This is an optimization exercise on Yosys and OpenROAD, whose aim is small area, a short achievable clock period and few clock cycles, not a production implementation. The RTL was checked by simulation tests, not by an equivalence proof against the original design.

==> inputs of wip/ember <==
Design matrix_multiply_accumulate_top, start of the top module:
module matrix_multiply_accumulate_top (
	input  logic               clk,
	input  logic               arst_n,
	input  logic               cfg_wr_en,
	input  logic [MSIZE_W-1:0] cfg_wr_data,
	input  logic               req_valid,
	output logic               req_ready,
	input  logic [REQ_W-1:0]   req_type,
	input  logic [IDX_W-1:0]   req_index,
	input  logic [DATA_W-1:0]  req_a_value,
	input  logic [DATA_W-1:0]  req_b_value,
	output logic               rsp_valid,
	input  logic               rsp_ready,
	output logic [DATA_W-1:0]  rsp_c_value
);
	localparam int NL = 8;
	function automatic logic [6:0] sq(input logic [3:0] n);
		logic [6:0] r;
		case (n)
			4'd1:    r = 7'd1;
			4'd2:    r = 7'd4;
			4'd3:    r = 7'd9;
			4'd4:    r = 7'd16;
			4'd5:    r = 7'd25;
			4'd6:    r = 7'd36;
			4'd7:    r = 7'd49;
			default: r = 7'd64;
		endcase
		sq = r;
	endfunction
	logic [MSIZE_W-1:0] msize_q;
	logic [3:0]         n_use;
	always_comb begin
		if (msize_q == '0) begin
			n_use = 4'd1;
		end else if (msize_q > 4'd8) begin
  ...
make LEC_CHECK=0 CAP_MARGIN=20 CORE_MARGIN=2 CORE_UTILIZATION=55 SETUP_SLACK_MARGIN=4.6 SLEW_MARGIN=20 finish   # period 8.0 ns
run.sh (not shown) runs the stock make flow with config.mk's settings and CLKGATE_MAP_FILE= SYNTH_SCRIPT=/design/flow/synth_recipe.tcl, a recipe that flattens the netlist after the stock synthesis.
==> wip/nickel: changes against wip/ember <==
--- a/flow/design.v
+++ b/flow/design.v
@@ -2306,43 +2306,33 @@
 	logic [6:0]  wb_done_q;
 	logic              f0_v, f1_v;
 	logic [DATA_W-1:0] f0_d, f1_d;
 	logic              rsp_pop;
 	logic       h_in_range;
 	logic       can;
 	logic       h_load, h_acc, h_read, h_clear;
-	logic [DATA_W-1:0] c_rd;
+	logic [DATA_W-1:0] c_rd_read;
 	logic [63:0]       cval_q;
 	logic [DATA_W-1:0] read_val;
-	logic              rd_byp;
-	logic              rd_port;
-	logic [3:0]        wb_cnt_q;
-	logic              wb2_v_q;
-	logic [5:0]        wb2_addr_q;
-	logic [DATA_W-1:0] wb2_sum_q;
 	assign h_in_range = {1'b0, q0.idx} < sq(q0.n);
 	always_comb begin
 		unique case (q0.kind)
 			REQ_LOAD:  can = !issue_q;
 			REQ_ACC:   can = !busy_q;
-			REQ_READ:  can = !f1_v && (rd_byp || rd_port);
+			REQ_READ:  can = !f1_v && (!busy_q || ({1'b0, q0.idx} >= nsq_acc_q)
+			                            || ({1'b0, q0.idx} < wb_done_q));
 			default:   can = !busy_q;
 		endcase
 	end
 	assign pop     = q0_v && can;
 	assign h_load  = pop && (q0.kind == REQ_LOAD);
 	assign h_acc   = pop && (q0.kind == REQ_ACC);
 	assign h_read  = pop && (q0.kind == REQ_READ);
 	assign h_clear = pop && (q0.kind == REQ_CLEAR);
-	assign rd_byp   = wb2_v_q && (wb2_addr_q == q0.idx);
-	assign rd_port  = (wb_cnt_q == '0) && (!busy_q || ({1'b0, q0.idx} >= nsq_acc_q)
-	                                       || ({1'b0, q0.idx} < wb_done_q));
-	assign read_val = !h_in_range ? '0 :
-	                  rd_byp      ? wb2_sum_q :
-	                  cval_q[q0.idx] ? c_rd : '0;
+	assign read_val = (h_in_range && cval_q[q0.idx]) ? c_rd_read : '0;
 	always_ff @(posedge clk or negedge arst_n) begin
 		if (!arst_n) begin
 			msize_q <= MSIZE_RESET;
 			q0_v    <= 1'b0;
 			q1_v    <= 1'b0;
 		end else begin
 			if (cfg_wr_en) begin
@@ -2369,44 +2359,29 @@
 		end
 	end
 	logic [DATA_W-1:0] a_rd;
 	logic [DATA_W-1:0] b_bank [NL];
 	logic [2:0]        brow_q [NL];
 	logic [2:0]        brot_q;
 	logic              ab_we;
-	logic              wr_v_q;
-	logic [5:0]        wr_idx_q;
-	logic [DATA_W-1:0] wr_a_q, wr_b_q;
 	assign ab_we = h_load && h_in_range;
-	always_ff @(posedge clk or negedge arst_n) begin
-		if (!arst_n) begin
-			wr_v_q <= 1'b0;
-		end else begin
-			wr_v_q <= ab_we;
-		end
-	end
-	always_ff @(posedge clk) begin
-		wr_idx_q <= q0.idx;
-		wr_a_q   <= q0.a;
-		wr_b_q   <= q0.b;
-	end
 	mma_ram #(.WIDTH(DATA_W), .DEPTH(64), .NRD(1)) u_ram_a (
 		.clk   (clk),
-		.we    (wr_v_q),
-		.waddr (wr_idx_q),
-		.wdata (wr_a_q),
+		.we    (ab_we),
+		.waddr (q0.idx),
+		.wdata (q0.a),
 		.raddr (a_addr_q),
 		.rdata (a_rd)
 	);
 	for (genvar j = 0; j < NL; j++) begin : g_bbank
 		mma_ram #(.WIDTH(DATA_W), .DEPTH(8), .NRD(1)) u_ram_b (
 			.clk   (clk),
-			.we    (wr_v_q && (wr_idx_q[2:0] == j[2:0])),
-			.waddr (wr_idx_q[5:3]),
-			.wdata (wr_b_q),
+			.we    (ab_we && (q0.idx[2:0] == j[2:0])),
+			.waddr (q0.idx[5:3]),
+			.wdata (q0.b),
 			.raddr (brow_q[j]),
 			.rdata (b_bank[j])
 		);
 	end
 	logic [5:0] base_nxt;
 	logic       k_last;
 	assign k_last = ({1'b0, k_q} == nacc_q - 4'd1);
@@ -2446,17 +2421,15 @@
 			end
 		end
 	end
 	logic [DATA_W-1:0] rot1 [NL];
 	logic [DATA_W-1:0] rot2 [NL];
 	logic [DATA_W-1:0] rot4 [NL];
 	logic [15:0]       one_d, two_d, neg_d;
-	logic [15:0]       one1_q [NL/2];
-	logic [15:0]       two1_q [NL/2];
-	logic [15:0]       neg1_q [NL/2];
+	logic [15:0]       one1_q, two1_q, neg1_q;
 	logic [DATA_W-1:0] b1_q [NL];
 	logic              v1_q, first1_q, last1_q;
 	always_comb begin
 		for (int c = 0; c < NL; c++) begin
 			rot1[c] = brot_q[0] ? b_bank[(c + 1) % NL] : b_bank[c];
 		end
 		for (int c = 0; c < NL; c++) begin
@@ -2474,50 +2447,51 @@
 			a1  = a_rd[2*j+1];
 			one_d[j] = a0 ^ am1;
 			two_d[j] = (a1 & !a0 & !am1) | (!a1 & a0 & am1);
 			neg_d[j] = a1;
 		end
 	end
 	always_ff @(posedge clk) begin
-		for (int p = 0; p < NL / 2; p++) begin
-			one1_q[p] <= one_d;
-			two1_q[p] <= two_d;
-			neg1_q[p] <= neg_d;
-		end
+		one1_q   <= one_d;
+		two1_q   <= two_d;
+		neg1_q   <= neg_d;
 		first1_q <= (k_q == 3'd0);
 		last1_q  <= k_last;
 		for (int c = 0; c < NL; c++) begin
 			b1_q[c] <= rot4[c];
 		end
 	end
 	logic              v2_q, first2_q, last2_q;
 	logic [DATA_W-1:0] acc_s [NL];
 	logic [DATA_W-1:0] acc_c [NL];
 	for (genvar c = 0; c < NL; c++) begin : g_lane
 		mma_lane u_lane (
 			.clk       (clk),
-			.one       (one1_q[c / 2]),
-			.two       (two1_q[c / 2]),
-			.neg       (neg1_q[c / 2]),
+			.one       (one1_q),
+			.two       (two1_q),
+			.neg       (neg1_q),
 			.b         (b1_q[c]),
 			.first     (first2_q),
 			.acc_s_nxt (acc_s[c]),
 			.acc_c_nxt (acc_c[c])
 		);
 	end
 	always_ff @(posedge clk) begin
 		first2_q <= first1_q;
 		last2_q  <= last1_q;
 	end
 	logic [DATA_W-1:0] w_s_q [NL];
 	logic [DATA_W-1:0] w_c_q [NL];
+	logic [3:0]        wb_cnt_q;
 	logic [5:0]        wb_ptr_q;
-	logic              wb1_v_q;
-	logic [5:0]        wb1_addr_q;
+	logic              wb1_v_q, wb2_v_q;
+	logic [5:0]        wb1_addr_q, wb2_addr_q;
 	logic [DATA_W-1:0] wb1_s_q, wb1_c_q, wb1_old_q;
+	logic [DATA_W-1:0] wb2_sum_q;
+	logic [DATA_W-1:0] c_rd_wb;
 	logic              wb_load;
 	assign wb_load = v2_q && last2_q;
 	always_ff @(posedge clk or negedge arst_n) begin
 		if (!arst_n) begin
 			v1_q     <= 1'b0;
 			v2_q     <= 1'b0;
 			wb_cnt_q <= '0;
@@ -2562,25 +2536,25 @@
 			if (wb2_v_q) begin
 				wb_done_q <= wb_done_q + 7'd1;
 			end
 		end
 		wb1_addr_q <= wb_ptr_q;
 		wb1_s_q    <= w_s_q[0];
 		wb1_c_q    <= w_c_q[0];
-		wb1_old_q  <= cval_q[wb_ptr_q] ? c_rd : '0;
+		wb1_old_q  <= cval_q[wb_ptr_q] ? c_rd_wb : '0;
 		wb2_addr_q <= wb1_addr_q;
 		wb2_sum_q  <= wb1_old_q + wb1_s_q + wb1_c_q;
 	end
-	mma_ram #(.WIDTH(DATA_W), .DEPTH(64), .NRD(1)) u_ram_c (
+	mma_ram #(.WIDTH(DATA_W), .DEPTH(64), .NRD(2)) u_ram_c (
 		.clk   (clk),
 		.we    (wb2_v_q),
 		.waddr (wb2_addr_q),
 		.wdata (wb2_sum_q),
-		.raddr ((wb_cnt_q != '0) ? wb_ptr_q : q0.idx),
-		.rdata (c_rd)
+		.raddr ({wb_ptr_q, q0.idx}),
+		.rdata ({c_rd_wb, c_rd_read})
 	);
 	assign rsp_pop = f0_v && rsp_ready;
 	always_ff @(posedge clk or negedge arst_n) begin
 		if (!arst_n) begin
 			f0_v <= 1'b0;
 			f1_v <= 1'b0;
 		end else begin
Settings changed: CORE_UTILIZATION 55 to 40, SETUP_SLACK_MARGIN 4.6 to default.
==> wip/umber: changes against wip/ember <==
--- a/flow/design.v
+++ b/flow/design.v
@@ -2285,21 +2285,22 @@
 			n_use = 4'd1;
 		end else if (msize_q > 4'd8) begin
 			n_use = 4'd8;
 		end else begin
 			n_use = msize_q;
 		end
 	end
-	mma_pkg::mma_item_t q0, q1, in_item;
+	mma_pkg::mma_item_t q0, q1, in_item, q0_d;
 	logic               q0_v, q1_v;
+	logic               q1_free_q;        
 	logic               take;
 	logic               pop;
 	assign in_item   = {req_type, req_index, req_a_value, req_b_value, n_use};
-	assign req_ready = !q1_v;
-	assign take      = req_valid && !q1_v;
+	assign req_ready = q1_free_q;
+	assign take      = req_valid && q1_free_q;
 	logic        issue_q;           
 	logic        busy_q;            
 	logic [3:0]  nacc_q;
 	logic [6:0]  nsq_acc_q;
 	logic [5:0]  a_addr_q;
 	logic [2:0]  k_q;
 	logic [5:0]  base_q;
@@ -2311,15 +2312,17 @@
 	logic       can;
 	logic       h_load, h_acc, h_read, h_clear;
 	logic [DATA_W-1:0] c_rd;
 	logic [63:0]       cval_q;
 	logic [DATA_W-1:0] read_val;
 	logic              rd_byp;
 	logic              rd_port;
-	logic [3:0]        wb_cnt_q;
+	logic [3:0]        wb_cnt_q, wb_cnt_d;
+	logic [5:0]        wb_ptr_q, wb_ptr_d;
+	logic [5:0]        c_raddr_q;
 	logic              wb2_v_q;
 	logic [5:0]        wb2_addr_q;
 	logic [DATA_W-1:0] wb2_sum_q;
 	assign h_in_range = {1'b0, q0.idx} < sq(q0.n);
 	always_comb begin
 		unique case (q0.kind)
 			REQ_LOAD:  can = !issue_q;
@@ -2338,38 +2341,46 @@
 	                                       || ({1'b0, q0.idx} < wb_done_q));
 	assign read_val = !h_in_range ? '0 :
 	                  rd_byp      ? wb2_sum_q :
 	                  cval_q[q0.idx] ? c_rd : '0;
 	always_ff @(posedge clk or negedge arst_n) begin
 		if (!arst_n) begin
 			msize_q <= MSIZE_RESET;
-			q0_v    <= 1'b0;
-			q1_v    <= 1'b0;
+			q0_v      <= 1'b0;
+			q1_v      <= 1'b0;
+			q1_free_q <= 1'b1;
 		end else begin
 			if (cfg_wr_en) begin
 				msize_q <= cfg_wr_data;
 			end
 			if (pop) begin
-				q0_v <= q1_v || take;
-				q1_v <= 1'b0;
+				q0_v      <= q1_v || take;
+				q1_v      <= 1'b0;
+				q1_free_q <= 1'b1;
 			end else if (!q0_v) begin
 				q0_v <= take;
 			end else if (!q1_v) begin
-				q1_v <= take;
+				q1_v      <= take;
+				q1_free_q <= !take;
 			end
 		end
 	end
 	always_ff @(posedge clk) begin
 		if (!q1_v) begin
 			q1 <= in_item;
 		end
+		q0 <= q0_d;
+	end
+	always_comb begin
 		if (pop) begin
-			q0 <= q1_v ? q1 : in_item;
+			q0_d = q1_v ? q1 : in_item;
 		end else if (!q0_v) begin
-			q0 <= in_item;
+			q0_d = in_item;
+		end else begin
+			q0_d = q0;
 		end
 	end
 	logic [DATA_W-1:0] a_rd;
 	logic [DATA_W-1:0] b_bank [NL];
 	logic [2:0]        brow_q [NL];
 	logic [2:0]        brot_q;
 	logic              ab_we;
@@ -2506,39 +2517,50 @@
 	end
 	always_ff @(posedge clk) begin
 		first2_q <= first1_q;
 		last2_q  <= last1_q;
 	end
 	logic [DATA_W-1:0] w_s_q [NL];
 	logic [DATA_W-1:0] w_c_q [NL];
-	logic [5:0]        wb_ptr_q;
 	logic              wb1_v_q;
 	logic [5:0]        wb1_addr_q;
 	logic [DATA_W-1:0] wb1_s_q, wb1_c_q, wb1_old_q;
 	logic              wb_load;
 	assign wb_load = v2_q && last2_q;
+	always_comb begin
+		if (wb_load) begin
+			wb_cnt_d = nacc_q;
+		end else if (wb_cnt_q != '0) begin
+			wb_cnt_d = wb_cnt_q - 4'd1;
+		end else begin
+			wb_cnt_d = wb_cnt_q;
+		end
+		if (h_acc) begin
+			wb_ptr_d = '0;
+		end else if (wb_cnt_q != '0) begin
+			wb_ptr_d = wb_ptr_q + 6'd1;
+		end else begin
+			wb_ptr_d = wb_ptr_q;
+		end
+	end
 	always_ff @(posedge clk or negedge arst_n) begin
 		if (!arst_n) begin
 			v1_q     <= 1'b0;
 			v2_q     <= 1'b0;
 			wb_cnt_q <= '0;
 			wb1_v_q  <= 1'b0;
 			wb2_v_q  <= 1'b0;
 			busy_q   <= 1'b0;
 			cval_q   <= '0;
 		end else begin
 			v1_q    <= issue_q;
 			v2_q    <= v1_q;
 			wb1_v_q <= wb_cnt_q != '0;
 			wb2_v_q <= wb1_v_q;
-			if (wb_load) begin
-				wb_cnt_q <= nacc_q;
-			end else if (wb_cnt_q != '0) begin
-				wb_cnt_q <= wb_cnt_q - 4'd1;
-			end
+			wb_cnt_q <= wb_cnt_d;
 			if (h_acc) begin
 				busy_q <= 1'b1;
 			end else if (wb2_v_q && (wb_done_q == nsq_acc_q - 7'd1)) begin
 				busy_q <= 1'b0;
 			end
 			if (h_clear) begin
 				cval_q <= '0;
@@ -2548,21 +2570,19 @@
 		end
 	end
 	always_ff @(posedge clk) begin
 		for (int c = 0; c < NL; c++) begin
 			w_s_q[c] <= wb_load ? acc_s[c] : ((c + 1 < NL) ? w_s_q[(c + 1) % NL] : '0);
 			w_c_q[c] <= wb_load ? acc_c[c] : ((c + 1 < NL) ? w_c_q[(c + 1) % NL] : '0);
 		end
+		wb_ptr_q  <= wb_ptr_d;
+		c_raddr_q <= (wb_cnt_d != '0) ? wb_ptr_d : q0_d.idx;
 		if (h_acc) begin
-			wb_ptr_q  <= '0;
 			wb_done_q <= '0;
 		end else begin
-			if (wb_cnt_q != '0) begin
-				wb_ptr_q <= wb_ptr_q + 6'd1;
-			end
 			if (wb2_v_q) begin
 				wb_done_q <= wb_done_q + 7'd1;
 			end
 		end
 		wb1_addr_q <= wb_ptr_q;
 		wb1_s_q    <= w_s_q[0];
 		wb1_c_q    <= w_c_q[0];
@@ -2571,15 +2591,15 @@
 		wb2_sum_q  <= wb1_old_q + wb1_s_q + wb1_c_q;
 	end
 	mma_ram #(.WIDTH(DATA_W), .DEPTH(64), .NRD(1)) u_ram_c (
 		.clk   (clk),
 		.we    (wb2_v_q),
 		.waddr (wb2_addr_q),
 		.wdata (wb2_sum_q),
-		.raddr ((wb_cnt_q != '0) ? wb_ptr_q : q0.idx),
+		.raddr (c_raddr_q),
 		.rdata (c_rd)
 	);
 	assign rsp_pop = f0_v && rsp_ready;
 	always_ff @(posedge clk or negedge arst_n) begin
 		if (!arst_n) begin
 			f0_v <= 1'b0;
 			f1_v <= 1'b0;
Settings changed: CTS_BUF_LIST from default to sky130_fd_sc_hd__clkbuf_16, CTS_CLUSTER_DIAMETER from default to 80, CTS_CLUSTER_SIZE from default to 30.
==> qor summary <==
	wip/ember	wip/nickel	wip/umber
Clock buffer and inverter area fraction after layout	0.0621	0.0632	0.0377
GR met1 Demand/Resource	0.499	0.336	0.482
GRT Overall Usage	0.364	0.247	0.343
Worst-case clock skew	0.112 ns	0.108 ns	0.109 ns
DRC violation total after the first TritonRoute iteration	37.1k	33.1k	33.2k
Post-CTS clock slew at the launch and capture registers of the worst setup and hold paths	0.07 ns	0.06 ns	0.10 ns
Result of the run	timing/DRC/antenna clean	timing/DRC/antenna clean	timing/DRC/antenna clean
Resized cells post-CTS	1417	0	631
Met1 wire length	528 mm	519 mm	512 mm
Inverters	1954	1953	1965
Detailed Route WL	1410 mm	1340 mm	1330 mm
End point of the worst hold path	wb2_addr_q[3]	wb1_c_q[3]	wb1_c_q[1]
Multi-input gates	14.5k	13.7k	13.3k
Met3 routed wirelength	177 mm	137 mm	150 mm
Testbench counts of wip/ember, summed over its fixed seeds: cycles 16,453.
Testbench counts of wip/nickel, summed over its fixed seeds: cycles 16,581.
Testbench counts of wip/umber, summed over its fixed seeds: cycles 16,453.

==> what the ideal ports hide <==
The flow's constraints put no driver on any port. The routed layouts listed below were extracted and timed again, unchanged, in two steps. Step 1: set_driving_cell puts a clkbuf_16 on clk and a buf_2 on each other input, an assumption about the parent block. Step 2 adds t to the input delays and takes it off the output delays; t is the mean of the earliest and latest rising clock arrival at the registers after step 1. Input paths then give back, and output paths get back, about the clock's delay inside the block. Three values: ideal, step 1, step 2; two values: the first two.
| run | shift t [ns] | slack for setup (ns) | worst setup path after step 2 | worst slew at a driven data input, ns | cell pins on the clock port's net |
|---|---|---|---|---|---|
| wip/ember | 1.389 | 4.013 / 3.866 / 3.453 | input to register | 0.44 | 1 |
| wip/nickel | 1.252 | 2.503 / 2.503 / 2.503 | register to register | 0.09 | 1 |
| wip/umber | 1.291 | 4.419 / 4.262 / 3.865 | input to register | 0.21 | 1 |
After both steps setup and hold are still met in every run listed. The setup slack of wip/ember, which loses most, moves by -0.147 ns with the drivers and by -0.560 ns with both steps.
